What follows belongs to an exercise in optimizing a design on an open flow for small area, a short achievable clock period and few clock cycles per item; a production flow would make more cautious choices.
At most, simulation tests tie the RTL to the original design; equivalence was not proved.

== job 101 ==
Design bch_encoder_seq, start of the top module:
module bch_encoder_seq
#(
    parameter int BEAT_W = 128
) (
    input  logic              clk,
    input  logic              rst_n,
    input  logic              in_valid,
    output logic              in_ready,
    input  logic [BEAT_W-1:0] in_data,
    output logic              out_valid,
    input  logic              out_ready,
    output logic [CW_W-1:0]   out_codeword,
    output logic              busy
);
==> flow/config.mk <==
export PLATFORM = sky130hd
export DESIGN_NAME = bch_encoder_seq
export DESIGN_NICKNAME = bch_encoder_seq
export VERILOG_FILES = /design/flow/design.v
export SDC_FILE = /design/flow/constraint.sdc
export NUM_CORES = 4
export LEC_CHECK = 0
export CAP_MARGIN = 20
export CORE_MARGIN = 2
export CORE_UTILIZATION = 60
export SLEW_MARGIN = 20
export SYNTH_HIERARCHICAL = 1
export SYNTH_MINIMUM_KEEP_SIZE = 0
==> flow/constraint.sdc <==
create_clock -name core_clock -period 14.0 [get_ports {clk}]
set_input_delay 2.8000 -clock core_clock [delete_from_list [all_inputs] [get_ports {clk}]]
set_output_delay 2.8000 -clock core_clock [all_outputs]
set_load 0.01 [all_outputs]
standard.sh (not shown) runs the stock make flow with config.mk's settings and CLKGATE_MAP_FILE= SYNTH_SCRIPT=/design/flow/synth_recipe.tcl, a recipe that flattens the netlist after the stock synthesis.
==> flow/flow/run.sh <==
#!/bin/bash
# Standard layout, with single-drive port buffers, a tighter setup target for repair and CTS options.
set -euo pipefail
export BUFFER_PORTS_ARGS="-buffer_cell sky130_fd_sc_hd__buf_1"
export SETUP_SLACK_MARGIN=10
export CTS_ARGS="-sink_clustering_enable -repair_clock_nets -dont_use_dummy_load -sink_clustering_size 25 -sink_clustering_max_diameter 100"
bash standard.sh > standard.log 2>&1
Testbench counts of job 101, summed over its fixed seeds: cycles 2,064, items 512.
Changes in job 102 relative to job 101:
diff --git a/flow/config.mk b/flow/config.mk
--- a/flow/config.mk
+++ b/flow/config.mk
@@ -8,5 +8,5 @@
 export CAP_MARGIN = 20
 export CORE_MARGIN = 2
-export CORE_UTILIZATION = 60
+export CORE_UTILIZATION = 50
 export SLEW_MARGIN = 20
 export SYNTH_HIERARCHICAL = 1
--- outcome ---
- Global-route usage, job 102 and job 101, higher one = job 101.
- Job 102 vs job 101, total cell area at the placement stage went up by 0.79%.
- Compare job 102 and job 101 | proportion of cell area occupied by registers higher: job 101
- Job 102: utilization 11 points below job 101
- Between job 101 and job 102, the flow reports total vias in the final route decreasing slightly.
- Compared job 102 vs job 101, and placement-stage worst setup slack is up in job 102.
- Comparing job 101 with job 102, the setup slack came out essentially unchanged.

bch_encoder_seq again, from the RTL that the note above started with.
clock: 14.0 ns
lec_check: 0
cap_margin: 20
core_margin: 2
core_utilization: 60
slew_margin: 20
synth_hierarchical: 1
synth_minimum_keep_size: 0
==> flow/flow/run.sh <==
#!/bin/bash
# Standard layout, with single-drive port buffers, a tighter setup target for repair and CTS options.
set -euo pipefail
export BUFFER_PORTS_ARGS="-buffer_cell sky130_fd_sc_hd__buf_1"
export SETUP_SLACK_MARGIN=10
export CTS_ARGS="-sink_clustering_enable -repair_clock_nets -dont_use_dummy_load -sink_clustering_size 20 -sink_clustering_max_diameter 60"
bash standard.sh > standard.log 2>&1
The starting point completed without violations.
Testbench counts at the start, summed over its fixed seeds: cycles 2,064, items 512.
Next try:
==> flow/flow/run.sh (replaced) <==
#!/bin/bash
# Standard layout, with single-drive port buffers, a tighter setup target for repair and CTS options.
set -euo pipefail
export BUFFER_PORTS_ARGS="-buffer_cell sky130_fd_sc_hd__buf_1"
export SETUP_SLACK_MARGIN=10.1
export CTS_ARGS="-sink_clustering_enable -repair_clock_nets -dont_use_dummy_load -sink_clustering_size 25 -sink_clustering_max_diameter 100"
bash standard.sh > standard.log 2>&1
Effect: Count of clock-buffer cells in the layout drops by 11. Via count is higher by roughly a tenth. Die area does not change. Synthesized cell count stays the same. Non-clock buffer count grows by 161. Final area is higher by a little under a tenth. Register-to-register slack is about the same.

bch_encoder_seq, a different RTL version from the one above (not shown whole).
Size: about 1,600 cells after synthesis, ~710 flip-flops, about 680 I/O pins.
clock: 14.0 ns
lec_check: 0
cap_margin: 20
core_margin: 2
core_utilization: 40
slew_margin: 20
synth_hierarchical: 1
synth_minimum_keep_size: 0
==> flow/flow/run.sh <==
#!/bin/bash
# Standard layout, with single-drive port buffers and a tighter setup target for repair.
set -euo pipefail
export BUFFER_PORTS_ARGS="-buffer_cell sky130_fd_sc_hd__buf_1"
export SETUP_SLACK_MARGIN=9
bash standard.sh > standard.log 2>&1
Edit:
--- a/flow/flow/run.sh
+++ b/flow/flow/run.sh
@@ -3,4 +3,4 @@
 set -euo pipefail
 export BUFFER_PORTS_ARGS="-buffer_cell sky130_fd_sc_hd__buf_1"
-export SETUP_SLACK_MARGIN=9
+export SETUP_SLACK_MARGIN=10
 bash standard.sh > standard.log 2>&1
The new run went through all stages and came out clean.
Routed wire length climbs by 6.6%.
Via count increases by 7.7%.
Function was not checked in any run of this note: the RTL went through the layout flow alone.

bch_encoder_seq, a different RTL version from the one above (not shown whole).
Size: ~1700 cells after synthesis, ~830 flip-flops, about 680 I/O pins, about 33000 µm² of cells after synthesis.
// bch_encoder_seq
module bch_encoder_seq
#(
    parameter int BEAT_W = 128
) (
    input  logic              clk,
    input  logic              rst_n,
    input  logic              in_valid,
    output logic              in_ready,
    input  logic [BEAT_W-1:0] in_data,
    output logic              out_valid,
    input  logic              out_ready,
    output logic [CW_W-1:0]   out_codeword,
    output logic              busy
);
==> flow/config.mk <==
export PLATFORM = sky130hd
export DESIGN_NAME = bch_encoder_seq
export DESIGN_NICKNAME = bch_encoder_seq
export VERILOG_FILES = /design/flow/design.v
export SDC_FILE = /design/flow/constraint.sdc
export NUM_CORES = 4
export LEC_CHECK = 0
export CAP_MARGIN = 20
export CORE_MARGIN = 2
export CORE_UTILIZATION = 40
export SLEW_MARGIN = 20
export SYNTH_HIERARCHICAL = 1
export SYNTH_MINIMUM_KEEP_SIZE = 0
==> flow/constraint.sdc <==
create_clock -name core_clock -period 14.0 [get_ports {clk}]
set_input_delay 2.8000 -clock core_clock [delete_from_list [all_inputs] [get_ports {clk}]]
set_output_delay 2.8000 -clock core_clock [all_outputs]
set_load 0.01 [all_outputs]
==> flow/flow/run.sh <==
#!/bin/bash
# Standard layout, with single-drive port buffers and a tighter setup target for repair.
set -euo pipefail
export BUFFER_PORTS_ARGS="-buffer_cell sky130_fd_sc_hd__buf_1"
export SETUP_SLACK_MARGIN=10
export CTS_ARGS="-sink_clustering_enable -repair_clock_nets -dont_use_dummy_load"
bash standard.sh > standard.log 2>&1
Next try:
--- a/flow/flow/run.sh
+++ b/flow/flow/run.sh
@@ -6 +5,0 @@
-export CTS_ARGS="-sink_clustering_enable -repair_clock_nets -dont_use_dummy_load"
--- a/flow/config.mk
+++ b/flow/config.mk
@@ -10 +10 @@
-export CORE_UTILIZATION = 40
+export CORE_UTILIZATION = 60
Outcome: Cell count decreases by 8.5%; non-clock buffer count came out lower by 7; via count grows by 4.0%; global-route usage increases by 11 points.
No functional check of the RTL was part of any run of this note.

Starting RTL as in the previous note.
Settings: LEC_CHECK=0, CAP_MARGIN=20, CORE_MARGIN=2, CORE_UTILIZATION=40, SLEW_MARGIN=20, SYNTH_HIERARCHICAL=1, SYNTH_MINIMUM_KEEP_SIZE=0; clock period 14.0 ns.
==> flow/flow/run.sh <==
#!/bin/bash
# Standard layout, with single-drive port buffers and a tighter setup target for repair.
set -euo pipefail
export BUFFER_PORTS_ARGS="-buffer_cell sky130_fd_sc_hd__buf_1"
export SETUP_SLACK_MARGIN=9
bash standard.sh > standard.log 2>&1
The baseline finished clean.
Rerun with:
--- a/flow/flow/run.sh
+++ b/flow/flow/run.sh
@@ -4,3 +4,3 @@
 export BUFFER_PORTS_ARGS="-buffer_cell sky130_fd_sc_hd__buf_1"
-export SETUP_SLACK_MARGIN=9
+export SETUP_SLACK_MARGIN=10
 bash standard.sh > standard.log 2>&1
Effect: The new run went through all stages and came out clean. Wire length stays flat. Core utilization went up by 1.2 points. Cell count barely changes. Setup slack gets better by 0.81 ns. Via count drops by 0.32%. Clock skew increases by 0.0093 ns. Area after synthesis does not change. Final area goes up by 2.4%.
No run of this note included a check of the RTL's function; only the layout flow was run.

## afterwards: timing with drivers on the ports
Ports are ideal in the flow. The routed layouts listed here were re-timed in OpenROAD. Step 1 (the two cells are an assumption about what drives the block):
set clk [get_ports {clk}]
set_driving_cell -lib_cell sky130_fd_sc_hd__clkbuf_16 $clk
set_driving_cell -lib_cell sky130_fd_sc_hd__buf_2 [delete_from_list [all_inputs] $clk]
Step 2 also shifts input and output timing later by t, the mid clock arrival at the registers, as if the neighbouring blocks saw the same clock. Three values: ideal, step 1, step 2; two values: the first two.
run	t (ns)	setup WS [ns]	slew at the worst register clock pin (ns)	cell pins on the clock port's net
job 101	0.647	9.990 / 9.925 / 10.061	0.10 / 0.10	1
job 102	0.647	9.987 / 9.918 / 10.027	0.10 / 0.10	1
the first run of note 2	0.664	9.958 / 9.888 / 10.119	0.08 / 0.08	1
the second run of note 2	0.653	9.978 / 9.910 / 10.128	0.11 / 0.11	1
the first run of note 3	0.689	8.904 / 8.934 / 8.245	0.07 / 0.07	1
the second run of note 3	0.690	9.358 / 9.395 / 8.705	0.07 / 0.07	1
the first run of note 4	0.668	9.942 / 9.878 / 9.967	0.07 / 0.07	1
the second run of note 4	0.691	9.902 / 9.841 / 10.024	0.06 / 0.06	1
the first run of note 5	0.703	9.101 / 9.101 / 9.101	0.07 / 0.07	1
the second run of note 5	0.693	9.907 / 9.843 / 10.054	0.07 / 0.07	1
After both steps setup and hold are still met in every run listed. For the first run of note 3, which loses most, drivers alone change the setup slack by +0.030 ns; drivers and shift together by -0.659 ns.
